Background: an optimization exercise with open tools, aiming at small area, a short achievable clock period and few clock cycles. Do not read the settings as production practice.
RTL that was checked went through simulation tests only; none was proved equivalent to the original.
Power and IR drop assume default switching activity.

== the reference run ==
==> flow/design.v <==
`default_nettype none
package ucode_pkg;
    localparam int INSTR_W = 32;
    localparam int REG_AW  = 4;   
    localparam int DATA_W  = 32;
    localparam int IMM_W   = 16;
    localparam int OPC_W   = 7;   
    localparam logic [OPC_W-1:0] OP_MOV  = 7'b0000000;  
    localparam logic [OPC_W-1:0] OP_ADD  = 7'b0110001;  
    localparam logic [OPC_W-1:0] OP_SUB  = 7'b0110010;  
    localparam logic [OPC_W-1:0] OP_MULI = 7'b0111000;  
    localparam logic [OPC_W-1:0] OP_NOP  = 7'b1100100;
    typedef struct packed {
        logic [OPC_W-1:0]                    opcode;
        logic [REG_AW-1:0]                   rd;
        logic [REG_AW-1:0]                   rs1;
        logic [REG_AW-1:0]                   rs2;
        logic [INSTR_W-OPC_W-3*REG_AW-1:0]   spare;  
    } instr_alu_t;
    typedef struct packed {
        logic [OPC_W-1:0]  opcode;
        logic [REG_AW-1:0] rd;
        logic [REG_AW-1:0] rs1;    
        logic              pad;
        logic [IMM_W-1:0]  imm;
    } instr_imm_t;
    typedef union packed {
        instr_alu_t alu;
        instr_imm_t imm;
    } instr_word_u;
endpackage
`default_nettype wire
`timescale 1ns/100ps
`default_nettype none
module ucode_core (
    input  logic                          clk,
    input  logic                          rst,
    input  logic                          in_valid,
    output logic                          in_ready,
    input  logic [ucode_pkg::INSTR_W-1:0] in_instr,
    output logic                          wb_valid,
    input  logic                          wb_ready,
    output logic [ucode_pkg::REG_AW-1:0]  wb_reg,
    output logic [ucode_pkg::DATA_W-1:0]  wb_data
);
    logic [6:0]  in_op;
    logic        dec_mov, dec_sub, dec_muli, dec_real;
    assign in_op = in_instr[31:25];
    always_comb begin
        dec_mov  = 1'b0;
        dec_sub  = 1'b0;
        dec_muli = 1'b0;
        dec_real = 1'b0;
        case (in_op)
            ucode_pkg::OP_MOV: begin
                dec_real = 1'b1;
                dec_mov  = 1'b1;
            end
            ucode_pkg::OP_ADD: dec_real = 1'b1;
            ucode_pkg::OP_SUB: begin
                dec_real = 1'b1;
                dec_sub  = 1'b1;
            end
            ucode_pkg::OP_MULI: begin
                dec_real = 1'b1;
                if (in_instr[15:0] == 16'h0) begin
                    dec_mov  = 1'b1;                     
                end else begin
                    dec_muli = 1'b1;                     
                end
            end
            default: dec_real = 1'b0;                    
        endcase
    end
    logic        skv;
    logic        sk_mov, sk_sub, sk_muli;
    logic [24:0] sk_w;
    logic        irv;
    logic        ir_mov, ir_sub, ir_muli;
    logic [24:0] ir_w;                                   
    logic        ir_ph;                                  
    logic [3:0]  ir_rd, ir_ra, ir_rb;
    assign ir_rd = ir_w[24:21];
    assign ir_ra = ir_w[20:17];                          
    assign ir_rb = ir_w[16:13];                          
    logic        take;
    logic        ir_free;
    logic        d_issue;
    logic        d_last;
    logic        e_fire;
    assign in_ready = !skv;
    assign take     = in_valid && !skv;
    logic        ev;
    logic [3:0]  e_rd;
    logic [31:0] e_a, e_b;
    logic        e_sub;
    assign e_fire  = ev && (!wb_valid || wb_ready);
    assign d_issue = irv && (!ev || e_fire);
    assign d_last  = !ir_muli || (ir_ph && ir_w[15:0] == 16'd1);
    assign ir_free = !irv || (d_issue && d_last);
    always_ff @(posedge clk or posedge rst) begin
        if (rst) begin
            skv   <= 1'b0;
            irv   <= 1'b0;
            ir_ph <= 1'b0;
        end else begin
            if (ir_free) begin
                ir_ph <= 1'b0;
                if (skv) begin
                    irv <= 1'b1;
                    skv <= 1'b0;
                end else begin
                    irv <= take && dec_real;
                end
            end else begin
                if (take && dec_real) skv <= 1'b1;
                if (d_issue) ir_ph <= 1'b1;
            end
        end
    end
    always_ff @(posedge clk) begin
        if (!skv && !ir_free) begin
            sk_mov  <= dec_mov;
            sk_sub  <= dec_sub;
            sk_muli <= dec_muli;
            sk_w    <= in_instr[24:0];
        end
        if (ir_free) begin
            if (skv) begin
                ir_mov  <= sk_mov;
                ir_sub  <= sk_sub;
                ir_muli <= sk_muli;
                ir_w    <= sk_w;
            end else begin
                ir_mov  <= dec_mov;
                ir_sub  <= dec_sub;
                ir_muli <= dec_muli;
                ir_w    <= in_instr[24:0];
            end
        end else if (d_issue && ir_ph) begin
            ir_w[15:0] <= ir_w[15:0] - 16'd1;            
        end
    end
    logic [31:0] rf [16];
    logic [15:0] rv;                                     
    logic [31:0] rd_a, rd_b;
    logic        u_mov;
    logic        fw_a, fw_b;                             
    logic        fw_wa, fw_wb;                           
    logic [31:0] e_res;
    logic [31:0] nx_a, nx_b;
    always_comb begin
        rd_a = '0;
        rd_b = '0;
        for (int i = 0; i < 16; i++) begin
            rd_a = rd_a | (rf[i] & {32{rv[i] && ir_ra == 4'(i) && !fw_a && !fw_wa && !u_mov}});
            rd_b = rd_b | (rf[i] & {32{rv[i] && ir_rb == 4'(i) && !fw_b && !fw_wb && !u_mov}});
        end
    end
    assign u_mov = ir_mov || (ir_muli && !ir_ph);
    assign fw_a  = !u_mov && ev && e_rd == ir_ra;        
    assign fw_b  = !u_mov && (ir_muli || (ev && e_rd == ir_rb));
    assign fw_wa = !u_mov && !fw_a && wb_valid && wb_reg == ir_ra;
    assign fw_wb = !u_mov && !fw_b && wb_valid && wb_reg == ir_rb;
    assign nx_a  = (e_res & {32{fw_a}}) | (wb_data & {32{fw_wa}}) | rd_a |
                   {16'h0, ir_w[15:0] & {16{ir_mov}}};
    assign nx_b  = ((e_res & {32{fw_b}}) | (wb_data & {32{fw_wb}}) | rd_b) ^ {32{ir_sub}};
    always_ff @(posedge clk or posedge rst) begin
        if (rst) begin
            ev       <= 1'b0;
            rv       <= '0;
            wb_valid <= 1'b0;
        end else begin
            if (d_issue) begin
                ev <= 1'b1;
            end else if (e_fire) begin
                ev <= 1'b0;
            end
            if (wb_ready) begin
                wb_valid <= 1'b0;
            end
            if (wb_valid) begin
                rv[wb_reg] <= 1'b1;
            end
            if (e_fire) begin
                wb_valid <= 1'b1;
            end
        end
    end
    always_ff @(posedge clk) begin
        if (d_issue) begin
            e_rd  <= ir_rd;
            e_sub <= ir_sub && !u_mov;
            e_a   <= nx_a;
            e_b   <= nx_b;                               
        end
    end
    logic [31:0] pg_g, pg_p;
    logic [31:0] gg [6];
    logic [31:0] pp [6];
    logic [32:0] cy;
    assign pg_g = e_a & e_b;
    assign pg_p = e_a ^ e_b;
    always_comb begin
        gg[0] = pg_g;
        pp[0] = pg_p;
        gg[0][0] = pg_g[0] | (pg_p[0] & e_sub);          
        for (int l = 0; l < 5; l++) begin
            gg[l+1] = gg[l];
            pp[l+1] = pp[l];
            for (int i = 0; i < 32; i++) begin
                if ((i >> l) & 1) begin
                    gg[l+1][i] = gg[l][i] | (pp[l][i] & gg[l][((i >> l) << l) - 1]);
                    pp[l+1][i] = pp[l][i] & pp[l][((i >> l) << l) - 1];
                end
            end
        end
        cy[0] = e_sub;
        for (int i = 0; i < 32; i++) cy[i+1] = gg[5][i];
    end
    assign e_res = pg_p ^ cy[31:0];
    always_ff @(posedge clk) begin
        if (e_fire) begin
            wb_reg  <= e_rd;
            wb_data <= e_res;
        end
    end
    always_ff @(posedge clk) begin
        if (wb_valid) begin
            rf[wb_reg] <= wb_data;
        end
    end
endmodule
`default_nettype wire
export LEC_CHECK = 0
export CAP_MARGIN = 20
export CORE_MARGIN = 2
export CORE_UTILIZATION = 55
export SETUP_SLACK_MARGIN = 5
export SLEW_MARGIN = 20
create_clock -name core_clock -period 8.5 [get_ports {clk}]
run.sh (not shown) runs the stock make flow with config.mk's settings and CLKGATE_MAP_FILE= SYNTH_SCRIPT=/design/flow/synth_recipe.tcl, a recipe that flattens the netlist after the stock synthesis.
Setup changes, the reference run to the trial run
==> flow/flow/run.sh (new file) <==
#!/bin/bash
# Standard ORFS layout; repair_timing aims for extra setup slack
set -euo pipefail
bash standard.sh finish SETUP_SLACK_MARGIN=5.6 > standard.log 2>&1
==> flow/standard.sh (new file) <==
#!/bin/bash
# synth_recipe.tcl (not shown) runs the flow's synth.tcl, then flattens the netlist and writes it again
# the make line also repeats each setting of config.mk as NAME=value (left out here)
make -C /OpenROAD-flow-scripts/flow DESIGN_CONFIG=/design/flow/config.mk WORK_HOME=/design/flow/orfs CLKGATE_MAP_FILE= SYNTH_SCRIPT=/design/flow/synth_recipe.tcl "${@:-finish}"
--- a/flow/config.mk
+++ b/flow/config.mk
@@ -9,4 +9,3 @@
 export CORE_MARGIN = 2
 export CORE_UTILIZATION = 55
-export SETUP_SLACK_MARGIN = 5
 export SLEW_MARGIN = 20
removed: flow/run.sh
### Flow results
- Compared with the reference run, the trial run shows a higher length of the first detailed-routing pass in iterations.
- In the trial run, clock power is higher than in the reference run.
- Delta (the trial run minus the reference run): HPWL reported at the end of detailed placement now larger; growth of design area from synthesis to finish now larger; clock group share of total power now larger; flip-flop and latch share of the layout cell area now smaller.
- [diff] highest achievable clock rate, the trial run relative to the reference run: improvement
No run of this note included a check of the RTL's function; only the layout flow was run.

## job 8154
Another version of the RTL of ucode_core (not shown whole).
For scale: ~2200 cells after synthesis, about 690 flip-flops, about 0.031 sq mm of cells after synthesis.
Settings: LEC_CHECK=0, CAP_MARGIN=20, CORE_MARGIN=2, CORE_UTILIZATION=55, CTS_CLUSTER_DIAMETER=60, CTS_CLUSTER_SIZE=22, SLEW_MARGIN=20; clock period 8.5 ns.
standard.sh (not shown) runs the stock make flow with config.mk's settings and CLKGATE_MAP_FILE= SYNTH_SCRIPT=/design/flow/synth_recipe.tcl, a recipe that flattens the netlist after the stock synthesis.
==> flow/flow/run.sh <==
#!/bin/bash
# Standard ORFS layout; repair_timing aims for extra setup slack
set -euo pipefail
bash standard.sh finish SETUP_SLACK_MARGIN=5.5 > standard.log 2>&1
Testbench counts of job 8154, summed over its fixed seeds: cycles 8,520.
Inputs modified between job 8154 and job 5682:
Settings: CORE_UTILIZATION changed from 55 to 50.
==> flow/flow/run.sh <==
#!/bin/bash
# Standard ORFS layout; repair_timing aims for extra setup slack
set -euo pipefail
bash standard.sh finish SETUP_SLACK_MARGIN=5.4 > standard.log 2>&1
==> summary.txt <==
Job 5682 and job 8154 ended up with nearly the same proportion of cell area occupied by multi-input gates. The portion of the clock cycle consumed by the worst path in the final layout of job 5682 is higher than that of job 8154. Comparing job 5682 and job 8154, clock buffer instance count of the final layout is lower on job 8154. When the final numbers for job 5682 and job 8154 were put side by side, the area overhead of the layout relative to synthesis turned out to be greater in job 8154. The maximum frequency in job 5682 sits 9.8 MHz below the value recorded for job 8154. Min number of antenna repair diodes across job 5682 and job 8154: job 8154. Job 5682 ends up with lower wire length than job 8154 does. In job 5682 the overall power turned out 0.90% lower than in job 8154.
[inputs] job 3214 vs job 5682
Settings: CTS_CLUSTER_DIAMETER no longer set, was 60; CTS_CLUSTER_SIZE no longer set, was 22; CORE_UTILIZATION now 55, was 50.
==> flow/flow/run.sh <==
#!/bin/bash
# Standard ORFS layout; repair_timing aims for extra setup slack
set -euo pipefail
bash standard.sh finish SETUP_SLACK_MARGIN=5.6 > standard.log 2>&1
Notes after the runs:
Changes observed in job 3214 relative to job 5682: total power rose about 12%; count of clock-buffer cells in the layout increased 48; final worst slack climbed 0.038 ns.
On routing usage on met2, the lower figure sits with job 5682, not job 3214.
Input changes introduced in job 7596 (baseline for comparison: job 3214):
Settings: swapping 55 for 62 in CORE_UTILIZATION; putting CTS_CLUSTER_DIAMETER at 60 where nothing was set; putting CTS_CLUSTER_SIZE at 22 where nothing was set.
==> flow/flow/run.sh <==
#!/bin/bash
# Standard ORFS layout; repair_timing aims for extra setup slack
set -euo pipefail
bash standard.sh finish SETUP_SLACK_MARGIN=5.4 > standard.log 2>&1
[summary]
The final layouts of job 3214 and job 7596 pass the timing, design-rule and antenna checks.
Job 7596 reports its launching instance or port of the critical path as ir_w[13] while job 3214 reports e_b[0].
For post-cts sizing count, dividing the value from job 3214 by the value from job 7596 gives 2.5.
[compare] base=job 3214 new=job 7596: total number of cells along the worst setup path now sits lower; total power now sits lower; number of tap cells added at floorplan now sits lower.
Diff job 3214 and job 7596: relative area change from synthesis to final layout higher in job 3214
Changes observed in job 7596 relative to job 3214: first-pass GRT wire length went down; routed length per placed instance went up.
Setup changes, job 7596 to job 469
Settings: SETUP_SLACK_MARGIN: unset -> 5; CORE_UTILIZATION: 62 -> 65; CTS_BUF_LIST: unset -> sky130_fd_sc_hd__clkbuf_4 sky130_fd_sc_hd__clkbuf_8; CTS_CLUSTER_SIZE: 22 -> 30; CTS_CLUSTER_DIAMETER: 60 -> unset.
==> flow/run.sh (new file) <==
#!/bin/bash
# synth_recipe.tcl (not shown) runs the flow's synth.tcl, then flattens the netlist and writes it again
# the make line also repeats each setting of config.mk as NAME=value (left out here)
make -C /OpenROAD-flow-scripts/flow DESIGN_CONFIG=/design/flow/config.mk WORK_HOME=/design/flow/orfs CLKGATE_MAP_FILE= SYNTH_SCRIPT=/design/flow/synth_recipe.tcl finish
removed: flow/flow/run.sh
removed: flow/standard.sh
Results
Number of clock buffers in the layout ends up higher on job 469. Per the comparison of job 469 with job 7596, non-clock buffer count now smaller, net count after synthesis shows no meaningful change. In the metrics for job 469 and job 7596, the one carrying the higher design area is job 7596. The total design power reported for job 469 is greater than that of job 7596 by about 3.4%.
--- input diff job 469..job 1585 ---
Settings: CTS_BUF_LIST: sky130_fd_sc_hd__clkbuf_4 sky130_fd_sc_hd__clkbuf_8 -> unset; CTS_CLUSTER_SIZE: 30 -> unset; CORE_UTILIZATION: 65 -> 55; TNS_END_PERCENT: unset -> 5; SETUP_SLACK_MARGIN: 5 -> unset.
==> flow/flow/run.sh (new file) <==
#!/bin/bash
# Standard ORFS layout; repair_timing aims for extra setup slack
set -euo pipefail
bash standard.sh finish SETUP_SLACK_MARGIN=5.4 > standard.log 2>&1
==> flow/standard.sh (new file) <==
#!/bin/bash
# synth_recipe.tcl (not shown) runs the flow's synth.tcl, then flattens the netlist and writes it again
# the make line also repeats each setting of config.mk as NAME=value (left out here)
make -C /OpenROAD-flow-scripts/flow DESIGN_CONFIG=/design/flow/config.mk WORK_HOME=/design/flow/orfs CLKGATE_MAP_FILE= SYNTH_SCRIPT=/design/flow/synth_recipe.tcl "${@:-finish}"
removed: flow/run.sh
==> comparison <==
- Job 1585 finished end to end and its layout was clean on timing, DRC and antenna.
- Looking at combinational group power, job 1585 sits about 3% above job 469.
- When job 1585 is set beside job 469, its amount of wire on met2 after detailed routing turns out to be about 6.5% larger.
- Total global-route track usage down 5.1 points in job 1585 wrt job 469
- Power (job 1585 vs. job 469) increases by a little under 10%

ucode_core again, from the RTL that the note above started with.
// ucode_core
module ucode_core (
    input  logic                          clk,
    input  logic                          rst,
    input  logic                          in_valid,
    output logic                          in_ready,
    input  logic [ucode_pkg::INSTR_W-1:0] in_instr,
    output logic                          wb_valid,
    input  logic                          wb_ready,
    output logic [ucode_pkg::REG_AW-1:0]  wb_reg,
    output logic [ucode_pkg::DATA_W-1:0]  wb_data
);
Settings: LEC_CHECK=0, CAP_MARGIN=20, CORE_MARGIN=2, CORE_UTILIZATION=55, CTS_BUF_LIST=sky130_fd_sc_hd__clkbuf_8, CTS_CLUSTER_DIAMETER=50, CTS_CLUSTER_SIZE=12, SLEW_MARGIN=20; clock period 8.5 ns.
==> flow/flow/run.sh <==
#!/bin/bash
# Standard ORFS layout; repair_timing aims for extra setup slack
set -euo pipefail
bash standard.sh finish SETUP_SLACK_MARGIN=5.4 > standard.log 2>&1
The first run finished clean.
Testbench counts at the start, summed over its fixed seeds: cycles 8,520.
==> next run, changes <==
CTS_CLUSTER_SIZE = 16   (was 12)
What happened: The changed run ran to the end with no violations. Via count stays flat. Non-clock buffer count came out lower by 1. Synthesized cell count is unchanged. Wire length came out lower by 0.88%. Clock power came out higher by about 3%.

Another version of the RTL of ucode_core (not shown whole).
Size: roughly 30,000 um2 of cells after synthesis.
Settings: LEC_CHECK=0, CAP_MARGIN=20, CORE_MARGIN=2, CORE_UTILIZATION=55, SLEW_MARGIN=20; clock period 8.5 ns.
==> flow/flow/run.sh <==
#!/bin/bash
# Standard ORFS layout; repair_timing aims for extra setup slack
set -euo pipefail
bash standard.sh finish SETUP_SLACK_MARGIN=5.6 > standard.log 2>&1
Testbench counts at the start, summed over its fixed seeds: cycles 8,520.
Next try:
==> flow/run.sh (new file) <==
#!/bin/bash
# synth_recipe.tcl (not shown) runs the flow's synth.tcl, then flattens the netlist and writes it again
# the make line also repeats each setting of config.mk as NAME=value (left out here)
make -C /OpenROAD-flow-scripts/flow DESIGN_CONFIG=/design/flow/config.mk WORK_HOME=/design/flow/orfs CLKGATE_MAP_FILE= SYNTH_SCRIPT=/design/flow/synth_recipe.tcl finish
- SETUP_SLACK_MARGIN: unset -> 5
removed: flow/flow/run.sh
removed: flow/standard.sh
- The changed run produced a clean layout
- non-clock buffer count drops by 177
- worst setup slack improves by 0.014 ns
- sequential share of layout area rises by 5.6 points
- die area does not change
- clock power barely changes
- global-route usage goes down by 2.9 points
- final area fell by 9.6%
- area after synthesis stays the same

separate check: timing with driven ports:
Ports are ideal in the flow. The routed layouts listed here were re-timed in OpenROAD.
Step 1 (the two cells are an assumption about what drives the block):
set clk [get_ports {clk}]
set_driving_cell -lib_cell sky130_fd_sc_hd__clkbuf_16 $clk
set_driving_cell -lib_cell sky130_fd_sc_hd__buf_2 [delete_from_list [all_inputs] $clk]
Step 2 also shifts input and output timing later by t, the mid clock arrival at the registers, as if the neighbouring blocks saw the same clock.
Slacks: ideal ports / drivers / drivers and shift; pairs: ideal ports / drivers.
| run | t (ns) | slack for setup (ns) | clock arrival spread, ns |
|---|---|---|---|
| the reference run | 0.680 | 4.798 / 4.798 / 4.469 | 0.027 / 0.027 |
| the trial run | 0.695 | 4.839 / 4.839 / 4.839 | 0.025 / 0.025 |
| job 8154 | 0.678 | 5.385 / 5.385 / 4.782 | 0.043 / 0.043 |
| job 5682 | 0.689 | 5.287 / 5.287 / 4.725 | 0.037 / 0.037 |
| job 3214 | 0.669 | 5.325 / 5.325 / 5.037 | 0.025 / 0.025 |
| job 7596 | 0.680 | 5.258 / 5.258 / 4.812 | 0.032 / 0.033 |
| job 469 | 0.763 | 4.974 / 4.974 / 4.272 | 0.040 / 0.040 |
| job 1585 | 0.669 | 5.197 / 5.198 / 4.564 | 0.021 / 0.021 |
| the first run of note 3 | 0.754 | 5.311 / 5.311 / 4.687 | 0.035 / 0.034 |
| the second run of note 3 | 0.748 | 5.367 / 5.350 / 4.642 | 0.041 / 0.041 |
| the first run of note 4 | 0.671 | 4.926 / 4.926 / 4.860 | 0.024 / 0.023 |
| the second run of note 4 | 0.677 | 4.940 / 4.940 / 4.439 | 0.022 / 0.022 |
After both steps setup and hold are still met in every run listed. The setup slack of the second run of note 3, which loses most, moves by -0.017 ns with the drivers and by -0.725 ns with both steps.
